This design comes from an exercise in tuning for small area and a short achievable clock period on the open sky130 flow, not from production work.
The RTL was checked by simulation tests, not by an equivalence proof against the original design.
Power figures rest on the tool's default switching activity, not on a simulated workload.

--- flow/design.v ---
package tetris_board_pkg;
    localparam int BOARD_COLS = 10;
    localparam int BOARD_ROWS = 22;
    localparam int ROW_IDX_W  = 5;
    localparam logic [ROW_IDX_W-1:0] TOP_ROW = ROW_IDX_W'(BOARD_ROWS - 1);
    localparam int SPAWN_TOP = 21;
    localparam int SPAWN_LOW = 20;
    typedef logic [BOARD_COLS-1:0] row_t;
    typedef logic [BOARD_ROWS*BOARD_COLS-1:0] board_t;
endpackage
package tetris_game_pkg;
    typedef enum logic [1:0] {
        SPAWN = 2'd0,
        FALL  = 2'd1,
        LOCK  = 2'd2,
        CLEAR = 2'd3
    } state_t;
    localparam logic [7:0] KEY_LEFT  = 8'h04;
    localparam logic [7:0] KEY_RIGHT = 8'h07;
    localparam logic [2:0] LFSR_SEED = 3'b001;
    localparam logic [69:0] PIECE_TOP = {
        10'h020, 10'h008, 10'h018, 10'h030, 10'h038, 10'h030, 10'h078
    };
    localparam logic [69:0] PIECE_LOW = {
        10'h038, 10'h038, 10'h030, 10'h018, 10'h010, 10'h030, 10'h000
    };
    localparam int SCORE_W = 16;
    localparam logic [SCORE_W-1:0] SCORE_PER_ROW  = SCORE_W'(10);
    localparam logic [SCORE_W-1:0] ROWS_PER_CLEAR = SCORE_W'(1);
endpackage
`timescale 1ns/1ps
module view_select (
    input  logic [4:0]  view_row,
    input  logic [4:0]  py,
    input  logic [4:0]  py_low,
    input  logic        piece_on,
    input  logic [21:0] row_ok,
    output logic [21:0] lsel,
    output logic [5:0]  hi,
    output logic        hit_top,
    output logic        hit_low
);
    for (genvar r = 0; r < 22; r++) begin : g_lo
        assign lsel[r] = (view_row[1:0] == 2'(r % 4)) && row_ok[r];
    end
    for (genvar b = 0; b < 6; b++) begin : g_hi
        assign hi[b] = view_row[4:2] == 3'(b);
    end
    assign hit_top = piece_on && (view_row == py);
    assign hit_low = piece_on && (view_row == py_low);
endmodule
module view_column (
    input  logic [21:0] lsel,
    input  logic [5:0]  hi,
    input  logic        hit_top,
    input  logic        hit_low,
    input  logic [21:0] col,
    input  logic        tp_c,
    input  logic        lp_c,
    output logic        bit_out
);
    logic [23:0] c_sel;
    assign c_sel = {2'b00, col & lsel};
    logic [5:0] grp;
    for (genvar b = 0; b < 6; b++) begin : g_grp
        assign grp[b] = c_sel[4*b +: 4] != '0;
    end
    assign bit_out = ((hi & grp) != '0) || (hit_top && tp_c) || (hit_low && lp_c);
endmodule
`timescale 1ns/1ps
module tetris_top (
    input  logic                                   Clk,
    input  logic                                   reset,
    input  logic                                   step,
    input  logic [7:0]                             keycode,
    input  logic [tetris_board_pkg::ROW_IDX_W-1:0] view_row,
    output tetris_board_pkg::row_t                 view_data,
    output logic [tetris_game_pkg::SCORE_W-1:0]    score,
    output logic [tetris_game_pkg::SCORE_W-1:0]    rows_cleared,
    output logic                                   game_over
);
    localparam int ROWS = tetris_board_pkg::BOARD_ROWS;
    localparam int COLS = tetris_board_pkg::BOARD_COLS;
    tetris_game_pkg::state_t  state;
    tetris_board_pkg::board_t settled;    
    logic [ROWS-1:0]          row_ok;     
    logic [2:0]               lfsr;       
    logic [12:0]              score_hi;   
    logic [4:0]               py;
    logic [4:0]               py_low;     
    tetris_board_pkg::row_t   tp, lp;
    tetris_board_pkg::row_t   w0, w1;
    logic is_spawn, is_fall, is_lock, is_clear;
    assign is_spawn = state == tetris_game_pkg::SPAWN;
    assign is_fall  = state == tetris_game_pkg::FALL;
    assign is_lock  = state == tetris_game_pkg::LOCK;
    assign is_clear = state == tetris_game_pkg::CLEAR;
    logic piece_on;
    assign piece_on = is_fall | is_lock | game_over;
    tetris_board_pkg::row_t spawn_top, spawn_low;
    always_comb begin
        case (lfsr)
            3'd1:    begin spawn_top = 10'h078; spawn_low = 10'h000; end
            3'd2:    begin spawn_top = 10'h030; spawn_low = 10'h030; end
            3'd3:    begin spawn_top = 10'h038; spawn_low = 10'h010; end
            3'd4:    begin spawn_top = 10'h030; spawn_low = 10'h018; end
            3'd5:    begin spawn_top = 10'h018; spawn_low = 10'h030; end
            3'd6:    begin spawn_top = 10'h008; spawn_low = 10'h038; end
            3'd7:    begin spawn_top = 10'h020; spawn_low = 10'h038; end
            default: begin spawn_top = 10'h000; spawn_low = 10'h000; end
        endcase
    end
    tetris_board_pkg::row_t row21, row20;
    assign row21 = row_ok[21] ? settled[21*COLS +: COLS] : '0;
    assign row20 = row_ok[20] ? settled[20*COLS +: COLS] : '0;
    logic spawn_blocked;
    assign spawn_blocked = ((spawn_top & row21) != '0) || ((spawn_low & row20) != '0);
    logic [ROWS-1:0] ysel;
    for (genvar r = 0; r < ROWS; r++) begin : g_ydec
        assign ysel[r] = py == 5'(r);
    end
    tetris_board_pkg::row_t w2;
    always_comb begin
        w2 = (ysel[0] | ysel[1]) ? '1 : '0;
        for (int r = 2; r < ROWS; r++) begin
            w2 = w2 | ((ysel[r] && row_ok[r-2]) ? settled[(r-2)*COLS +: COLS] : '0);
        end
    end
    logic left_ok, right_ok, go_left, go_right, landed;
    tetris_board_pkg::row_t tm, lm;
    assign left_ok  = !tp[0] && !lp[0] &&
                      (((tp >> 1) & w0) == '0) && (((lp >> 1) & w1) == '0);
    assign right_ok = !tp[COLS-1] && !lp[COLS-1] &&
                      (((tp << 1) & w0) == '0) && (((lp << 1) & w1) == '0);
    assign go_left  = is_fall && (keycode == tetris_game_pkg::KEY_LEFT)  && left_ok;
    assign go_right = is_fall && (keycode == tetris_game_pkg::KEY_RIGHT) && right_ok;
    assign tm = go_left ? (tp >> 1) : go_right ? (tp << 1) : tp;
    assign lm = go_left ? (lp >> 1) : go_right ? (lp << 1) : lp;
    assign landed = ((tm & w1) != '0) || ((lm & w2) != '0);
    logic [ROWS-1:0] is_full, shift_down;
    for (genvar r = 0; r < ROWS; r++) begin : g_full
        assign is_full[r] = row_ok[r] && (&settled[r*COLS +: COLS]);
        if (r == 0) begin : g_first
            assign shift_down[r] = is_full[r];
        end else begin : g_next
            assign shift_down[r] = shift_down[r-1] | is_full[r];
        end
    end
    logic full_found;
    assign full_found = shift_down[ROWS-1];
    always_ff @(posedge Clk) begin
        if (reset) begin
            state        <= tetris_game_pkg::SPAWN;
            score_hi     <= '0;
            rows_cleared <= '0;
            game_over    <= 1'b0;
        end else if (step && !game_over) begin
            case (state)
                tetris_game_pkg::SPAWN: begin
                    if (spawn_blocked) game_over <= 1'b1;
                    else               state <= tetris_game_pkg::FALL;
                end
                tetris_game_pkg::FALL: begin
                    if (landed) state <= tetris_game_pkg::LOCK;
                end
                tetris_game_pkg::LOCK: begin
                    state <= tetris_game_pkg::CLEAR;
                end
                default: begin
                    if (full_found) begin
                        rows_cleared <= rows_cleared + 16'd1;
                        score_hi     <= score_hi + ((rows_cleared[1:0] == 2'b11) ? 13'd2 : 13'd1);
                    end else begin
                        state <= tetris_game_pkg::SPAWN;
                    end
                end
            endcase
        end
    end
    assign score = {score_hi, rows_cleared[1:0], 1'b0};
    always_ff @(posedge Clk) begin
        if (reset) begin
            lfsr <= tetris_game_pkg::LFSR_SEED;
        end else if (step) begin
            lfsr <= {lfsr[1:0], lfsr[2] ^ lfsr[1]};
        end
    end
    always_ff @(posedge Clk) begin
        if (step && is_spawn && !game_over) begin
            py <= 5'd21;
            py_low <= 5'd20;
            tp <= spawn_top;
            lp <= spawn_low;
            w0 <= row21;
            w1 <= row20;
        end else if (step && is_fall) begin
            tp <= tm;
            lp <= lm;
            if (!landed) begin
                py <= py - 5'd1;
                py_low <= py_low - 5'd1;
                w0 <= w1;
                w1 <= w2;
            end
        end
    end
    tetris_board_pkg::board_t settled_d;
    logic [ROWS-1:0] row_ok_d;
    for (genvar r = 0; r < ROWS; r++) begin : g_next_row
        tetris_board_pkg::row_t piece_r;
        logic lock_t, lock_l, clr, sh;
        assign lock_t = step && is_lock && ysel[r];
        assign clr    = step && is_clear && shift_down[r];
        if (r < ROWS - 1) begin : g_below
            assign lock_l  = step && is_lock && ysel[r+1];
            assign piece_r = (lock_t ? tp : '0) | (lock_l ? lp : '0);
            assign sh = clr || (!row_ok[r] && !lock_t && !lock_l);
            assign settled_d[r*COLS +: COLS] = sh ? settled[(r+1)*COLS +: COLS] :
                                                    (settled[r*COLS +: COLS] | piece_r);
            assign row_ok_d[r] = clr ? row_ok[r+1] : (row_ok[r] | lock_t | lock_l);
        end else begin : g_top
            assign lock_l  = 1'b0;
            assign piece_r = lock_t ? tp : '0;
            assign sh = clr || (!row_ok[r] && !lock_t);
            assign settled_d[r*COLS +: COLS] = sh ? '0 : (settled[r*COLS +: COLS] | piece_r);
            assign row_ok_d[r] = clr ? 1'b0 : (row_ok[r] | lock_t);
        end
    end
    always_ff @(posedge Clk) begin
        settled <= settled_d;
    end
    always_ff @(posedge Clk) begin
        if (reset) begin
            row_ok <= '0;
        end else begin
            row_ok <= row_ok_d;
        end
    end
    logic [ROWS-1:0] vlsel;
    logic [5:0] vhi;
    logic hit_top, hit_low;
    view_select u_vsel (
        .view_row(view_row), .py(py), .py_low(py_low), .piece_on(piece_on), .row_ok(row_ok),
        .lsel(vlsel), .hi(vhi), .hit_top(hit_top), .hit_low(hit_low)
    );
    for (genvar c = 0; c < COLS; c++) begin : g_vcol
        logic [ROWS-1:0] col;
        for (genvar r = 0; r < ROWS; r++) begin : g_cell
            assign col[r] = settled[r*COLS + c];
        end
        view_column u_col (
            .lsel(vlsel), .hi(vhi), .hit_top(hit_top), .hit_low(hit_low),
            .col(col), .tp_c(tp[c]), .lp_c(lp[c]), .bit_out(view_data[c])
        );
    end
endmodule
--- flow/flow/run.sh ---
#!/bin/bash
# The standard layout, with one change: the buffers that the flow puts on
# every input and output port are sky130_fd_sc_hd__buf_1 instead of the delay
# buffer buffer_ports picks by default. Timing repair still resizes any of them
# that a critical path needs.
# The make output goes to flow_make.log here; ORFS keeps each step's log under orfs/logs.
set -euo pipefail
export BUFFER_PORTS_ARGS="-buffer_cell sky130_fd_sc_hd__buf_1"
bash standard.sh > flow_make.log 2>&1
--- flow/standard.sh ---
#!/bin/bash
# synth_recipe.tcl (not shown) runs the flow's synth.tcl, then flattens the netlist and writes it again
# the make line also repeats each setting of config.mk as NAME=value (left out here)
make -C /OpenROAD-flow-scripts/flow DESIGN_CONFIG=/design/flow/config.mk WORK_HOME=/design/flow/orfs CLKGATE_MAP_FILE= SYNTH_SCRIPT=/design/flow/synth_recipe.tcl "${@:-finish}"
--- flow/config.mk ---
export PLATFORM = sky130hd
export DESIGN_NAME = tetris_top
export DESIGN_NICKNAME = tetris_top
export VERILOG_FILES = /design/flow/design.v
export SDC_FILE = /design/flow/constraint.sdc
export NUM_CORES = 4
export LEC_CHECK = 0
export CAP_MARGIN = 20
export CORE_MARGIN = 2
export CORE_UTILIZATION = 45
export CTS_BUF_LIST = sky130_fd_sc_hd__clkbuf_16
export CTS_CLUSTER_DIAMETER = 100
export CTS_CLUSTER_SIZE = 20
export SETUP_SLACK_MARGIN = 3.5
export SLEW_MARGIN = 20
export SYNTH_HIERARCHICAL = 1
export TNS_END_PERCENT = 5
--- flow/constraint.sdc ---
create_clock -name core_clock -period 8.0 [get_ports {Clk}]
set_input_delay 1.6000 -clock core_clock [delete_from_list [all_inputs] [get_ports {Clk}]]
set_output_delay 1.6000 -clock core_clock [all_outputs]
set_load 0.01 [all_outputs]
==> summary.txt <==
layout by cell type (no fill, tap or decap), types with 38 or more instances in the layout:
cell      count
nand2_1     244
buf_4        78
dfxtp_1     287
o21ai_0     132
nand3_1      55
edfxtp_1     40
a221oi_1    210
a21oi_1     181
nand4_1      80
a22oi_1     181
nor3_1       38
buf_1        44
nor2_1      239
power by group through the flow:
stage / Sequential [W] / Clock (W) / Combinational (W)
after floorplan: 0.00198 / 0 / 0.000390
after global placement: 0.00217 / 0 / 0.000599
after detailed placement: 0.00216 / 0 / 0.000615
after CTS: 0.00213 / 0.00108 / 0.000628
after global routing: 0.00215 / 0.00113 / 0.000710
final: 0.00216 / 0.00107 / 0.000671
registers in the layout, summed over array words and instances, names as in the netlist:
signal	flops
py	5
py_low	5
lfsr	3
state	2
score_hi	13
lp	10
rows_cleared	16
w1	10
row_ok	22
tp	10
settled	220
w0	10
game_over	1
worst reg2reg max path, cell delays in order (launching register included):
cell and delay [ns]:
dfxtp_1 0.45, inv_1 0.12, ha_1 0.45, and4b_1 0.34, and2_0 0.42, a22oi_1 0.39, nand3_1 0.16, or3_1 0.53
a22oi_1 0.25, nand4_1 0.27, or3_4 0.52, o21ai_4 0.37
timing repair:
action | in CTS | in global routing
endpoints found under the hold margin | 0 | 0
pin swaps | 10 | 14
endpoints found under the setup margin | 39 | 42
resized for setup | 69 | 38
gates cloned | 2 | 0
buffers inserted | 5 | 8
metrics by stage:
step	setup slack, ns	instance area (um2)	std cells	hold slack [ns]
finish	3.14	20100	2781	0.520
global placement	2.30	19000	2738	0.480
CTS	3.21	19800	2771	0.522
global route	3.18	20100	2780	0.558
detailed placement	2.26	19000	2738	0.511
floorplan	3.52	18400	2293	0.466
modules after synthesis, one instance, submodules excluded:
module | times used | area (um2) | flip-flops and latches
tetris_top | 1 | 16600 | 327
view_select | 1 | 362 | 0
view_column | 10 | 138 | 0
metal layers:
metal  part of all wire  GRT usage  vias to the layer above  routed length [um]
li1                   -          -                     8679                   -
met1               0.40      0.596                     9954               37700
met2               0.41      0.622                     1623               38800
met3               0.14      0.149                      311               13300
met4              0.048      0.179                        0                4570
met5                  0          0                        -                   0
cell families after synthesis:
family	after synthesis	share of synthesized area
flops	327	0.378
other cells	1	0.000204
compound gates	825	0.313
xor+xnor	35	0.0167
fa+ha+maj	17	0.0120
mux	21	0.0114
simple gates	836	0.218
buf+inv	231	0.0510
final timing paths:
path | start | endpoint | slack, ns | cells past startpoint
hold / removal | rows_cleared[14]$_SDFFE_PP0P_ | rows_cleared[14]$_SDFFE_PP0P_ | 0.52 | 2
hold reg to reg | rows_cleared[14]$_SDFFE_PP0P_ | rows_cleared[14]$_SDFFE_PP0P_ | 0.52 | 2
setup reg to reg | py[1]$_SDFFE_PP0P_ | w1[8]$_DFFE_PP_ | 3.39 | 11
setup / recovery | view_row[4] | view_data[3] | 3.14 | 7
cell type report:
type | instances | area, um2 | area share
Sequential cell | 327 | 6950 | 0.346
Clock inverter | 5 | 38.8 | 0.00193
Tap cell | 532 | 666 | 0.0332
Antenna cell | 1 | 2.50 | 0.000125
Multi-Input combinational cell | 1736 | 10900 | 0.541
Timing Repair Buffer | 139 | 957 | 0.0477
Inverter | 20 | 75.1 | 0.00374
Clock buffer | 21 | 526 | 0.0262
==> flow_summary.toml <==
[floorplan]
fp.dieArea_um2 = 42500
num_rows = 74
fp.dieW_um = 206
die_h_um = 206
io_pins = 59
start_util = 0.453
core_area_um2 = 40600

[clock_network]
cts_htree_levels = 1
clock_sinks = 327
cts-root-buf = "clkbuf_16"
clk_latency_ns = 0.57
clk_pin_slew_ns = 0.08
cts_buffers = 20
cts_tree = "yes"
hold_buffers = 0
clk_path_buf_depth = 3

[worst_setup_path]
required_ns = 6.40
max_stage_delay_ns = 0.50
arrival_ns = 3.26
cp_max_fo = 8
critPathCaptureType = "primary output"
path_buf_inv = 2
startpoint_type = "input port"
worstSetupPathType = "input port to primary output"
crit_slowest_cell = "a222oi_1"
crit_family = "simple AND/OR/NAND/NOR gates"
path_cells = "buf_8 > xor2_1 > nor4_2 > and3_4 > a222oi_1 > nand4_1 > buf_2"

[routing]
antenna_left = 0
routed_wl_um = 94300
drc_errors = 0
drt_pass1_iterations = 7
post_drt_via_cell_ratio = 7.40
drt_iter0_markers = 3563
num_vias = 20600
wire_per_inst_um = 33.9

[power_and_ir_drop]
power_density_nw_per_um2 = 195
clockPowerShare = 0.275
worst_ir_drop_vdd_mv = 0.202
sw_frac_of_total = 0.362
p_switching_w = 0.00142
sequentialPowerShare = 0.554
p_int_w = 0.00249
p_leak_nw = 6.77
combPwrFrac = 0.172
power_w = 0.00391

[synthesis]
synth_top_area_frac = 0.313
synth_most_common_cell = "dfxtp_1"
yosysTopAreaCell = "dfxtp_1"
synth_nets = 2326
synth.distinct_cells = 67
syn_inst = 2293
ys_ff_latch = 327
netlist_area_um2 = 18400
ys_seq_area_frac = 0.378
ys_async_sr_fraction = 0
yosys-top-cells-area = "dfxtp_1, a221oi_1, a22oi_1, edfxtp_1, nand2_1"
synth_warnings = 7
synth_flop_cell = "dfxtp_1"
synth-edff-count = 40
ys_top_cells_by_count = "dfxtp_1, nand2_1, nor2_1"
syn_area_per_cell_um2 = 8.02

[placement]
numPortBuffers = 57
gp_congestion = 1.08
dpl.hpwl_um = 65100

[layout]
finalNetCount = 2277
fillers = 3987
area_growth_pct = 9.22
post-route-util = 0.495
drive_gt1_frac = 0.0899

[timing]
fin_crit_sh = 0.608
finClkSkew_ns = 0.0162
fmax_ghz = 0.206
totalNegativeSetupSlack_ns = 0
slew_headroom = 0.303
slew_viol_final = 0
fin_crit_ns = 4.86
finalSetupViolations = 0
rsz0062_at_grt = "yes"
tightest_slew_ns = 1.04
hold_viol_final = 0

[run]
drv_cap = 0

[global_routing]
grt_overflow = 0
grtUsageTotal = 0.435
antenna_found_initial = 1
grt_max_degree = 58
grt_pass1_wl_um = 135000
grt_pass1_vias = 18700

[run_status]
outcome = "finished clean"

[worst_hold_path]
hp-class = "register to register"

what the ideal ports hide:
No port has a modelled driver above. Below, the same layout with a new extraction and two added sets of constraints.
Step 1, drivers: a clkbuf_16 drives Clk and a buf_2 each remaining input, both assumed.
Step 2 adds t to the input delays and takes it off the output delays; t is the mean of the earliest and latest rising clock arrival at the registers after step 1. Input paths then give back, and output paths get back, about the clock's delay inside the block.
Three values: ideal, step 1, step 2; two values: the first two.
shift t [ns]: 0.616
slack for setup (ns): 3.138 / 3.064 / 2.946
hold slack, ns: 0.520 / 0.520 / 0.520
worst setup path after step 2: input to register
worst data-port slew with drivers (ns): 0.15
After both steps setup and hold are still met in this run. The setup slack of this run moves by -0.074 ns with the drivers and by -0.192 ns with both steps.
